Context: an optimization exercise on an open-source flow, tuned for small area and a short achievable clock period. The choices shown serve that exercise and are no tape-out recipe. Only simulation tests tie the RTL to the original design; equivalence was not proved. Power and IR drop assume default switching activity.

==> inputs of zinc <==
## arena_top
module arena_top
(
    input  logic                    Clk,
    input  logic                    rst_n,
    input  logic                    wb_cyc,
    input  logic                    wb_stb,
    input  logic                    wb_we,
    input  logic [3-1:0] wb_adr,
    input  logic [31:0]             wb_dat_w,
    output logic [31:0]             wb_dat_r,
    output logic                    wb_ack,
    input  arena_pkg::coord_t                  pix_x,
    input  arena_pkg::coord_t                  pix_y,
    input  logic                    pix_valid,
    input  logic                    frame_tick
);
    localparam int CW = 10;
    localparam int NS = 4;
    function automatic logic lt11(input logic [CW:0] a, input logic [CW:0] b);
        logic [15:0] g;
        logic [15:0] l;
        g = '0;
        l = '0;
        g[CW:0] = ~a & b;
        l[CW:0] = a & ~b;
        for (int s = 1; s < 16; s = s * 2) begin
            for (int i = 0; i + s < 16; i = i + 2 * s) begin
                g[i] = g[i+s] | (~l[i+s] & g[i]);
                l[i] = l[i+s] | (~g[i+s] & l[i]);
            end
        end
        lt11 = g[0];
    endfunction
    function automatic logic in_span(input logic [CW-1:0] p, input logic [CW-1:0] lo,
                                     input logic [CW:0] hi);
        in_span = !lt11({1'b0, p}, {1'b0, lo}) && lt11({1'b0, p}, hi);
    endfunction
    function automatic logic [CW-1:0] inc10(input logic [CW-1:0] c);
        logic [CW-1:0] m;    
        for (int i = 0; i < CW; i++) begin
            m = {CW{1'b1}} >> (CW - i);
  ...
export LEC_CHECK = 0
export ABC_AREA = 1
export CAP_MARGIN = 20
export CORE_MARGIN = 2
export CORE_UTILIZATION = 55
export SETUP_SLACK_MARGIN = 3.5
export SLEW_MARGIN = 20
export TNS_END_PERCENT = 0
create_clock -name core_clock -period 5.8 [get_ports {Clk}]
standard.sh (not shown) runs the stock make flow with config.mk's settings and CLKGATE_MAP_FILE= SYNTH_SCRIPT=/design/flow/synth_recipe.tcl, a recipe that flattens the netlist after the stock synthesis.
==> flow/flow/run.sh <==
#!/bin/bash
# The standard layout with these changes:
#  - synthesis maps with the ABC script in flow/abc_area.script (selected by
#    ABC_AREA=1) and leaves adders to ABC (no ADDER_MAP_FILE); the rest of the
#    ORFS scripts are unchanged copies
#  - the port buffers are plain buf cells, which the timing repair can resize
#  - timing repair may resize cells to other footprints
set -euo pipefail
rm -rf scripts_copy
cp -r "$FLOW_HOME/scripts" scripts_copy
cp flow/abc_area.script scripts_copy/abc_area.script
bash standard.sh "SCRIPTS_DIR=$PWD/scripts_copy" ADDER_MAP_FILE= \
    "BUFFER_PORTS_ARGS=-buffer_cell sky130_fd_sc_hd__buf_4" \
    MATCH_CELL_FOOTPRINT=0 finish > standard_flow.log 2>&1
==> flow/flow/abc_area.script <==
strash
dc2
balance
dch -f
map -B 0.9
topo
stime -c
buffer -c
upsize -c
dnsize -c
==> yarrow (differences from zinc) <==
==> flow/flow/run.sh (replaced) <==
#!/bin/bash
# The standard layout, with the port buffers made of plain buf cells (which the
# timing repair can resize) instead of ORFS's default delay-buffer choice.
set -euo pipefail
export BUFFER_PORTS_ARGS="-buffer_cell sky130_fd_sc_hd__buf_4"
bash standard.sh > standard_flow.log 2>&1
CORE_UTILIZATION = 40   (was 55)
removed: flow/flow/abc_area.script
==> notes.md <==
post-placement cell count 4034; multi-input gate share of total cell area 64.8%; run status finished clean; area of the multi-input gates 14200 µm²; largest net degree at the start of global routing 68
the above is filed under yarrow

==> notes.md <==
run status finished clean; CTS tree yes; area of the multi-input gates 12200 µm²; met2 wire len 31500 µm; largest net degree at the start of global routing 74; reg2reg end wb_dat_r[6]; Leak 8.88 nW; post-placement cell count 3471
the above is filed under zinc


==> inputs of trial 61 <==
==> flow/design.v <==
package arena_pkg;
    typedef logic [10-1:0] coord_t;
    typedef logic [15:0] score_t;
    typedef enum logic [1:0] {
        ST_START = 2'd0,
        ST_PLAY  = 2'd1,
        ST_DEAD  = 2'd2
    } game_state_t;
endpackage
module arena_box_hit
(
    input  logic [10-1:0] px,
    input  logic [10-1:0] py,
    input  logic [10-1:0] lox,
    input  logic [10-1:0] loy,
    input  logic [10:0]   hix,
    input  logic [10:0]   hiy,
    output logic                      hit
);
    localparam int CW = 10;
    function automatic logic lt11(input logic [CW:0] a, input logic [CW:0] b);
        logic [15:0] g;
        logic [15:0] l;
        g = '0;
        l = '0;
        g[CW:0] = ~a & b;
        l[CW:0] = a & ~b;
        for (int s = 1; s < 16; s = s * 2) begin
            for (int i = 0; i + s < 16; i = i + 2 * s) begin
                g[i] = g[i+s] | (~l[i+s] & g[i]);
                l[i] = l[i+s] | (~g[i+s] & l[i]);
            end
        end
        lt11 = g[0];
    endfunction
    assign hit = !lt11({1'b0, px}, {1'b0, lox}) && lt11({1'b0, px}, hix) &&
                 !lt11({1'b0, py}, {1'b0, loy}) && lt11({1'b0, py}, hiy);
endmodule
module arena_top
(
    input  logic                    Clk,
    input  logic                    rst_n,
    input  logic                    wb_cyc,
    input  logic                    wb_stb,
    input  logic                    wb_we,
    input  logic [3-1:0] wb_adr,
    input  logic [31:0]             wb_dat_w,
    output logic [31:0]             wb_dat_r,
    output logic                    wb_ack,
    input  arena_pkg::coord_t                  pix_x,
    input  arena_pkg::coord_t                  pix_y,
    input  logic                    pix_valid,
    input  logic                    frame_tick
);
    localparam int CW = 10;
    localparam int NS = 4;
    function automatic logic lt11(input logic [CW:0] a, input logic [CW:0] b);
        logic [15:0] g;
        logic [15:0] l;
        g = '0;
        l = '0;
        g[CW:0] = ~a & b;
        l[CW:0] = a & ~b;
        for (int s = 1; s < 16; s = s * 2) begin
            for (int i = 0; i + s < 16; i = i + 2 * s) begin
                g[i] = g[i+s] | (~l[i+s] & g[i]);
                l[i] = l[i+s] | (~g[i+s] & l[i]);
            end
        end
        lt11 = g[0];
    endfunction
    function automatic logic [CW-1:0] inc10(input logic [CW-1:0] c);
        logic [CW-1:0] m;    
        for (int i = 0; i < CW; i++) begin
            m = {CW{1'b1}} >> (CW - i);
            inc10[i] = c[i] ^ (&(c | ~m));
        end
    endfunction
    function automatic logic [CW-1:0] dec10(input logic [CW-1:0] c);
        logic [CW-1:0] m;    
        for (int i = 0; i < CW; i++) begin
            m = {CW{1'b1}} >> (CW - i);
            dec10[i] = c[i] ^ ~(|(c & m));
        end
    endfunction
    logic          start_cmd;
    logic          play_q;           
    logic          dead_r;           
    logic          dead_q;           
    logic          restart;
    logic [CW-1:0] player_x, player_y;
    logic [CW-1:0] bullet_x, bullet_y;
    logic          bullet_en;
    logic [1:0]    spawn_idx;
    logic [15:0]   score_base;       
    logic [NS-1:0] kill_q;           
    logic [NS-1:0] alive_q;          
    logic [NS-1:0][CW-1:0] mon_x;
    logic [NS-1:0][CW-1:0] mon_y;
    logic [NS-1:0][3:0]    mv;       
    logic          play, dead;
    logic [NS-1:0] alive;
    logic [15:0]   score;
    assign play  = play_q && !dead_q;
    assign dead  = dead_r || dead_q;
    assign alive = alive_q & ~kill_q;
    logic [2:0]  kill_cnt;
    logic [3:0]  score_lo;
    assign kill_cnt = 3'(kill_q[0]) + 3'(kill_q[1]) + 3'(kill_q[2]) + 3'(kill_q[3]);
    assign score_lo = {1'b0, score_base[2:0]} + {1'b0, kill_cnt};
    always_comb begin
        logic [12:0] m;      
        score[2:0] = score_lo[2:0];
        for (int i = 3; i < 16; i++) begin
            m = {13{1'b1}} >> (16 - i);
            score[i] = score_base[i] ^ (score_lo[3] & (&(score_base[15:3] | ~m)));
        end
    end
    logic req, wr;
    assign req = wb_cyc && wb_stb && !wb_ack;
    assign wr  = req && wb_we;
    logic [NS-1:0][CW-1:0] flip_x, flip_y;
    logic [1:0]    rsel;
    logic [CW-1:0] rd_x, rd_y;
    assign rsel = wb_adr[1:0];
    assign rd_x = mon_x[rsel] ^ flip_x[rsel];
    assign rd_y = mon_y[rsel] ^ flip_y[rsel];
    function automatic logic [31:0] xy_word(input logic [CW-1:0] x, input logic [CW-1:0] y,
                                            input logic b31);
        xy_word = '0;
        xy_word[CW-1:0]   = x;
        xy_word[16 +: CW] = y;
        xy_word[31]       = b31;
    endfunction
    logic [31:0] rd_data;
    always_comb begin
        case (wb_adr)
            3'd1:    rd_data = xy_word(player_x, player_y, 1'b0);
            3'd2:    rd_data = xy_word(bullet_x, bullet_y, bullet_en);
            3'd3:    rd_data = {score, 14'b0, dead, play};
            3'd4:    rd_data = xy_word(rd_x, rd_y, alive[0]);
            3'd5:    rd_data = xy_word(rd_x, rd_y, alive[1]);
            3'd6:    rd_data = xy_word(rd_x, rd_y, alive[2]);
            3'd7:    rd_data = xy_word(rd_x, rd_y, alive[3]);
            default: rd_data = '0;
        endcase
    end
    always_ff @(posedge Clk) begin
        wb_dat_r <= rd_data;
    end
    always_ff @(posedge Clk) begin
        if (!rst_n) begin
            wb_ack    <= 1'b0;
            start_cmd <= 1'b0;
            player_x  <= '0;
            player_y  <= '0;
            bullet_x  <= '0;
            bullet_y  <= '0;
            bullet_en <= 1'b0;
        end else begin
            wb_ack    <= req;
            start_cmd <= wr && (wb_adr == 3'd0) && wb_dat_w[0];
            if (wr && wb_adr == 3'd1) begin
                player_x <= wb_dat_w[CW-1:0];
                player_y <= wb_dat_w[16 +: CW];
            end
            if (wr && wb_adr == 3'd2) begin
                bullet_x  <= wb_dat_w[CW-1:0];
                bullet_y  <= wb_dat_w[16 +: CW];
                bullet_en <= wb_dat_w[31];
            end
        end
    end
    logic [NS-1:0] mon_hit;
    logic [NS-1:0] kill;
    logic          bullet_hit, player_hit, player_dead;
    logic [NS-1:0] mon_box;
    logic          bullet_box, player_box;
    for (genvar i = 0; i < NS; i++) begin : g_hit
        arena_box_hit mon_box_i (
            .px  (pix_x),
            .py  (pix_y),
            .lox (mon_x[i]),
            .loy (mon_y[i]),
            .hix ({1'b0, mon_x[i]} + (CW+1)'(22)),
            .hiy ({1'b0, mon_y[i]} + (CW+1)'(22)),
            .hit (mon_box[i])
        );
    end
    arena_box_hit bullet_box_i (
        .px  (pix_x),
        .py  (pix_y),
        .lox (bullet_x),
        .loy (bullet_y),
        .hix ({1'b0, bullet_x} + (CW+1)'(4)),
        .hiy ({1'b0, bullet_y} + (CW+1)'(4)),
        .hit (bullet_box)
    );
    arena_box_hit player_box_i (
        .px  (pix_x),
        .py  (pix_y),
        .lox (player_x),
        .loy (player_y),
        .hix ({1'b0, player_x} + (CW+1)'(25)),
        .hiy ({1'b0, player_y} + (CW+1)'(30)),
        .hit (player_box)
    );
    assign mon_hit    = {NS{pix_valid}} & alive & mon_box;
    assign bullet_hit = pix_valid && bullet_en && bullet_box;
    assign player_hit = pix_valid && player_box;
    assign kill        = (play && bullet_hit) ? mon_hit : '0;
    assign player_dead = play && player_hit && (|mon_hit);
    always_ff @(posedge Clk) begin
        if (!rst_n) begin
            play_q  <= 1'b0;
            dead_r  <= 1'b0;
            dead_q  <= 1'b0;
            restart <= 1'b0;
        end else begin
            restart <= start_cmd && !play;
            dead_q  <= player_dead;
            if (play) begin
                play_q <= 1'b1;
                dead_r <= 1'b0;
            end else if (start_cmd) begin
                play_q <= 1'b1;
                dead_r <= 1'b0;
            end else begin
                play_q <= 1'b0;
                dead_r <= dead;
            end
        end
    end
    always_ff @(posedge Clk) begin
        if (!rst_n || restart) begin
            score_base <= '0;
            kill_q     <= '0;
        end else begin
            score_base <= score;
            kill_q     <= kill;
        end
    end
    logic [NS-1:0] spawn_load;
    logic [CW-1:0] spawn_x, spawn_y;
    assign spawn_load = (frame_tick && play && !restart) ? (~alive & (alive + 1'b1)) : '0;
    always_comb begin
        case (spawn_idx)
            2'd0: begin spawn_x = CW'(12); spawn_y = CW'(240); end
            2'd1: begin spawn_x = CW'(240); spawn_y = CW'(12); end
            2'd2: begin spawn_x = CW'(468); spawn_y = CW'(240); end
            default: begin spawn_x = CW'(240); spawn_y = CW'(468); end
        endcase
    end
    always_ff @(posedge Clk) begin
        if (!rst_n || restart) begin
            spawn_idx <= 2'd0;
        end else if (|spawn_load) begin
            spawn_idx <= spawn_idx + 2'd1;
        end
    end
    for (genvar i = 0; i < NS; i++) begin : g_slot
        logic x_lt, x_gt, y_lt, y_gt, step;
        assign x_lt = lt11({1'b0, mon_x[i]}, {1'b0, player_x});
        assign x_gt = lt11({1'b0, player_x}, {1'b0, mon_x[i]});
        assign y_lt = lt11({1'b0, mon_y[i]}, {1'b0, player_y});
        assign y_gt = lt11({1'b0, player_y}, {1'b0, mon_y[i]});
        assign step = frame_tick && alive[i] && !restart;
        logic [CW-1:0] x_inc, x_dec, y_inc, y_dec;
        assign x_inc = inc10(mon_x[i]);
        assign x_dec = dec10(mon_x[i]);
        assign y_inc = inc10(mon_y[i]);
        assign y_dec = dec10(mon_y[i]);
        logic [3:0] back;
        assign back = alive[i] ? 4'b0 : mv[i];
        always_comb begin
            flip_x[i] = '0;
            flip_y[i] = '0;
            if (back[3]) flip_x[i] = x_dec ^ mon_x[i];
            if (back[2]) flip_x[i] = x_inc ^ mon_x[i];
            if (back[1]) flip_y[i] = y_dec ^ mon_y[i];
            if (back[0]) flip_y[i] = y_inc ^ mon_y[i];
        end
        always_ff @(posedge Clk) begin
            if (!rst_n) begin
                alive_q[i] <= 1'b0;
                mon_x[i]   <= '0;
                mon_y[i]   <= '0;
                mv[i]      <= '0;
            end else begin
                alive_q[i] <= !restart && (alive[i] || spawn_load[i]);
                if (alive[i] || spawn_load[i]) begin
                    mv[i] <= step ? {x_lt, x_gt, y_lt, y_gt} : 4'b0;
                end
                if (spawn_load[i]) begin
                    mon_x[i] <= spawn_x;
                    mon_y[i] <= spawn_y;
                end else if (step) begin
                    if (x_lt) mon_x[i] <= x_inc;
                    else if (x_gt) mon_x[i] <= x_dec;
                    if (y_lt) mon_y[i] <= y_inc;
                    else if (y_gt) mon_y[i] <= y_dec;
                end
            end
        end
    end
endmodule
==> flow/flow/run.sh <==
#!/bin/bash
# The standard layout with these changes:
#  - synthesis maps with the ABC script in flow/abc_area.script (selected by
#    ABC_AREA=1) and leaves adders to ABC (no ADDER_MAP_FILE); the rest of the
#    ORFS scripts are unchanged copies
#  - the port buffers are plain buf cells, which the timing repair can resize
#  - timing repair may resize cells to other footprints
set -euo pipefail
rm -rf scripts_copy
cp -r "$FLOW_HOME/scripts" scripts_copy
cp flow/abc_area.script scripts_copy/abc_area.script
bash standard.sh "SCRIPTS_DIR=$PWD/scripts_copy" ADDER_MAP_FILE= \
    "BUFFER_PORTS_ARGS=-buffer_cell sky130_fd_sc_hd__buf_2" \
    MATCH_CELL_FOOTPRINT=0 finish > standard_flow.log 2>&1
==> flow/flow/abc_area.script <==
strash
dc2
balance
dch -f
map -B 0.9
topo
stime -c
buffer -c
upsize -c
dnsize -c
==> flow/standard.sh <==
#!/bin/bash
# synth_recipe.tcl (not shown) runs the flow's synth.tcl, then flattens the netlist and writes it again
# the make line also repeats each setting of config.mk as NAME=value (left out here)
make -C /OpenROAD-flow-scripts/flow DESIGN_CONFIG=/design/flow/config.mk WORK_HOME=/design/flow/orfs CLKGATE_MAP_FILE= SYNTH_SCRIPT=/design/flow/synth_recipe.tcl "${@:-finish}"
==> flow/config.mk <==
export PLATFORM = sky130hd
export DESIGN_NAME = arena_top
export DESIGN_NICKNAME = arena_top
export VERILOG_FILES = /design/flow/design.v
export SDC_FILE = /design/flow/constraint.sdc
export NUM_CORES = 4
export LEC_CHECK = 0
export ABC_AREA = 1
export CAP_MARGIN = 20
export CORE_MARGIN = 2
export CORE_UTILIZATION = 60
export SETUP_SLACK_MARGIN = 3.5
export SLEW_MARGIN = 20
export TNS_END_PERCENT = 0
==> flow/constraint.sdc <==
create_clock -name core_clock -period 5.8 [get_ports {Clk}]
set_input_delay 1.1600 -clock core_clock [delete_from_list [all_inputs] [get_ports {Clk}]]
set_output_delay 1.1600 -clock core_clock [all_outputs]
set_load 0.01 [all_outputs]
==> build 81: changes against trial 61 <==
--- a/flow/flow/run.sh
+++ b/flow/flow/run.sh
@@ -5,10 +5,17 @@
 #    ORFS scripts are unchanged copies
 #  - the port buffers are plain buf cells, which the timing repair can resize
 #  - timing repair may resize cells to other footprints
+#  - the slow low-power clock inverters (clkinvlp) and the slower variants of
+#    cells that have a faster one of the same area are added to the
+#    platform's don't-use list, so logic is not mapped onto them
 set -euo pipefail
+PLATFORM_DONT_USE="sky130_fd_sc_hd__probe_p_8 sky130_fd_sc_hd__probec_p_8 sky130_fd_sc_hd__lpflow_bleeder_1 sky130_fd_sc_hd__lpflow_clkbufkapwr_1 sky130_fd_sc_hd__lpflow_clkbufkapwr_16 sky130_fd_sc_hd__lpflow_clkbufkapwr_2 sky130_fd_sc_hd__lpflow_clkbufkapwr_4 sky130_fd_sc_hd__lpflow_clkbufkapwr_8 sky130_fd_sc_hd__lpflow_clkinvkapwr_1 sky130_fd_sc_hd__lpflow_clkinvkapwr_16 sky130_fd_sc_hd__lpflow_clkinvkapwr_2 sky130_fd_sc_hd__lpflow_clkinvkapwr_4 sky130_fd_sc_hd__lpflow_clkinvkapwr_8 sky130_fd_sc_hd__lpflow_decapkapwr_12 sky130_fd_sc_hd__lpflow_decapkapwr_3 sky130_fd_sc_hd__lpflow_decapkapwr_4 sky130_fd_sc_hd__lpflow_decapkapwr_6 sky130_fd_sc_hd__lpflow_decapkapwr_8 sky130_fd_sc_hd__lpflow_inputiso0n_1 sky130_fd_sc_hd__lpflow_inputiso0p_1 sky130_fd_sc_hd__lpflow_inputiso1n_1 sky130_fd_sc_hd__lpflow_inputiso1p_1 sky130_fd_sc_hd__lpflow_inputisolatch_1 sky130_fd_sc_hd__lpflow_isobufsrc_1 sky130_fd_sc_hd__lpflow_isobufsrc_16 sky130_fd_sc_hd__lpflow_isobufsrc_2 sky130_fd_sc_hd__lpflow_isobufsrc_4 sky130_fd_sc_hd__lpflow_isobufsrc_8 sky130_fd_sc_hd__lpflow_isobufsrckapwr_16 sky130_fd_sc_hd__lpflow_lsbuf_lh_hl_isowell_tap_1 sky130_fd_sc_hd__lpflow_lsbuf_lh_hl_isowell_tap_2 sky130_fd_sc_hd__lpflow_lsbuf_lh_hl_isowell_tap_4 sky130_fd_sc_hd__lpflow_lsbuf_lh_isowell_4 sky130_fd_sc_hd__lpflow_lsbuf_lh_isowell_tap_1 sky130_fd_sc_hd__lpflow_lsbuf_lh_isowell_tap_2 sky130_fd_sc_hd__lpflow_lsbuf_lh_isowell_tap_4"
+SLOW_SAME_AREA="sky130_fd_sc_hd__o21ai_0 sky130_fd_sc_hd__a21boi_0 sky130_fd_sc_hd__and2_0 sky130_fd_sc_hd__o311ai_0 sky130_fd_sc_hd__or2_0"
 rm -rf scripts_copy
 cp -r "$FLOW_HOME/scripts" scripts_copy
 cp flow/abc_area.script scripts_copy/abc_area.script
 bash standard.sh "SCRIPTS_DIR=$PWD/scripts_copy" ADDER_MAP_FILE= \
     "BUFFER_PORTS_ARGS=-buffer_cell sky130_fd_sc_hd__buf_2" \
-    MATCH_CELL_FOOTPRINT=0 finish > standard_flow.log 2>&1
+    MATCH_CELL_FOOTPRINT=0 \
+    "DONT_USE_CELLS=$PLATFORM_DONT_USE sky130_fd_sc_hd__clkinvlp_2 sky130_fd_sc_hd__clkinvlp_4 $SLOW_SAME_AREA" \
+    finish > standard_flow.log 2>&1
--- a/flow/config.mk
+++ b/flow/config.mk
@@ -8,7 +8,7 @@
 export ABC_AREA = 1
 export CAP_MARGIN = 20
 export CORE_MARGIN = 2
-export CORE_UTILIZATION = 60
+export CORE_UTILIZATION = 50
 export SETUP_SLACK_MARGIN = 3.5
 export SLEW_MARGIN = 20
 export TNS_END_PERCENT = 0
==> build 83: changes against trial 61 <==
--- a/flow/config.mk
+++ b/flow/config.mk
@@ -8,7 +8,8 @@
 export ABC_AREA = 1
 export CAP_MARGIN = 20
 export CORE_MARGIN = 2
-export CORE_UTILIZATION = 60
+export CORE_UTILIZATION = 55
+export CTS_BUF_LIST = sky130_fd_sc_hd__clkbuf_4 sky130_fd_sc_hd__clkbuf_8
 export SETUP_SLACK_MARGIN = 3.5
 export SLEW_MARGIN = 20
 export TNS_END_PERCENT = 0
==> out/summary.txt <==
Status - no timing/DRC/antenna violations
Layout clock area frac - 0.0319
Metal2 WL - 29700 um
P_seq - 1.36 mW
Fin crit share - 0.460
Crit. Startpoint - alive_q[0]$_SDFF_PN0_
Worst Hold Depth - 2
CP top delay family - simple AND/OR/NAND/NOR gates
Sw Ratio - 0.317
[end of results for trial 61]
==> out/summary.txt <==
Max_cap viols - 0
Via-to-Cell Ratio - 6.09
Register area - 4040 um2
Antenna Nets Post-Route - 0
Post-place setup slack - 2280 ps
Reg2reg end - wb_dat_r[9]$_DFF_P_
Worst Hold Depth - 1
CP peak stage delay - 270 ps
Metal2 WL - 33600 um
P_seq - 1.35 mW
Fin crit share - 0.436
Sw Ratio - 0.324
Status - no timing/DRC/antenna violations
Layout clock area frac - 0.0282
Worst Slack Setup Final - 3270 ps
Setup Crit Path Kind - input pin to flop
[end of results for build 81]
==> out/summary.txt <==
Status - no timing/DRC/antenna violations
Root buffer cell - clkbuf_8
P_seq - 1.36 mW
Sw Ratio - 0.336
RR Startpoint - mon_x[1]$_SDFFE_PN0P_
Slowest CP cell - clkinvlp_4
Initial core utilization - 0.558
Fin crit share - 0.453
Worst Hold Depth - 2
Netlist cell types - 64
CP top delay family - simple AND/OR/NAND/NOR gates
Crit. Startpoint - pix_y[1]
Metal2 WL - 30300 um
Synth area leaders - dfxtp_1 (23%), nand2_1 (16%), nor2_1 (7.8%), inv_1 (7.6%), o21ai_0 (7.4%)
Die Y - 180 um
Main combinational cell family by area after synthesis - simple AND/OR/NAND/NOR gates
Layout clock area frac - 0.0190
First-pass GRT wire length - 109000 um
[end of results for build 83]

-- what the ideal ports hide --
How much do the figures lean on ideal ports? The routed layouts below were timed once more, with nothing changed but the port constraints.
Step 1, drivers: a clkbuf_16 drives Clk and a buf_2 each remaining input, both assumed.
Step 2 moves the port delays by t, midway between the first and last clock arrival at a register: inputs arrive t later, outputs are due t later. That takes back most of the time a late clock gives input paths.
a / b / c = ideal ports / drivers / drivers and shift; a / b = the first two.
run	shift t [ns]	setup WS [ns]	worst setup path at the end	worst register clock-pin slew, ns	cell pins on the clock port's net
zinc	0.507	3.121 / 3.121 / 2.651	input to register	0.08 / 0.08	1
yarrow	0.538	3.012 / 3.044 / 2.505	input to register	0.10 / 0.10	1
trial 61	0.528	3.134 / 3.134 / 2.644	input to register	0.09 / 0.09	1
build 81	0.538	3.270 / 3.295 / 2.757	input to register	0.09 / 0.09	1
build 83	0.593	3.175 / 3.158 / 2.565	input to register	0.13 / 0.13	1
After both steps every run listed still meets setup and hold. For build 83, which loses most, drivers alone change the setup slack by -0.017 ns; drivers and shift together by -0.610 ns.
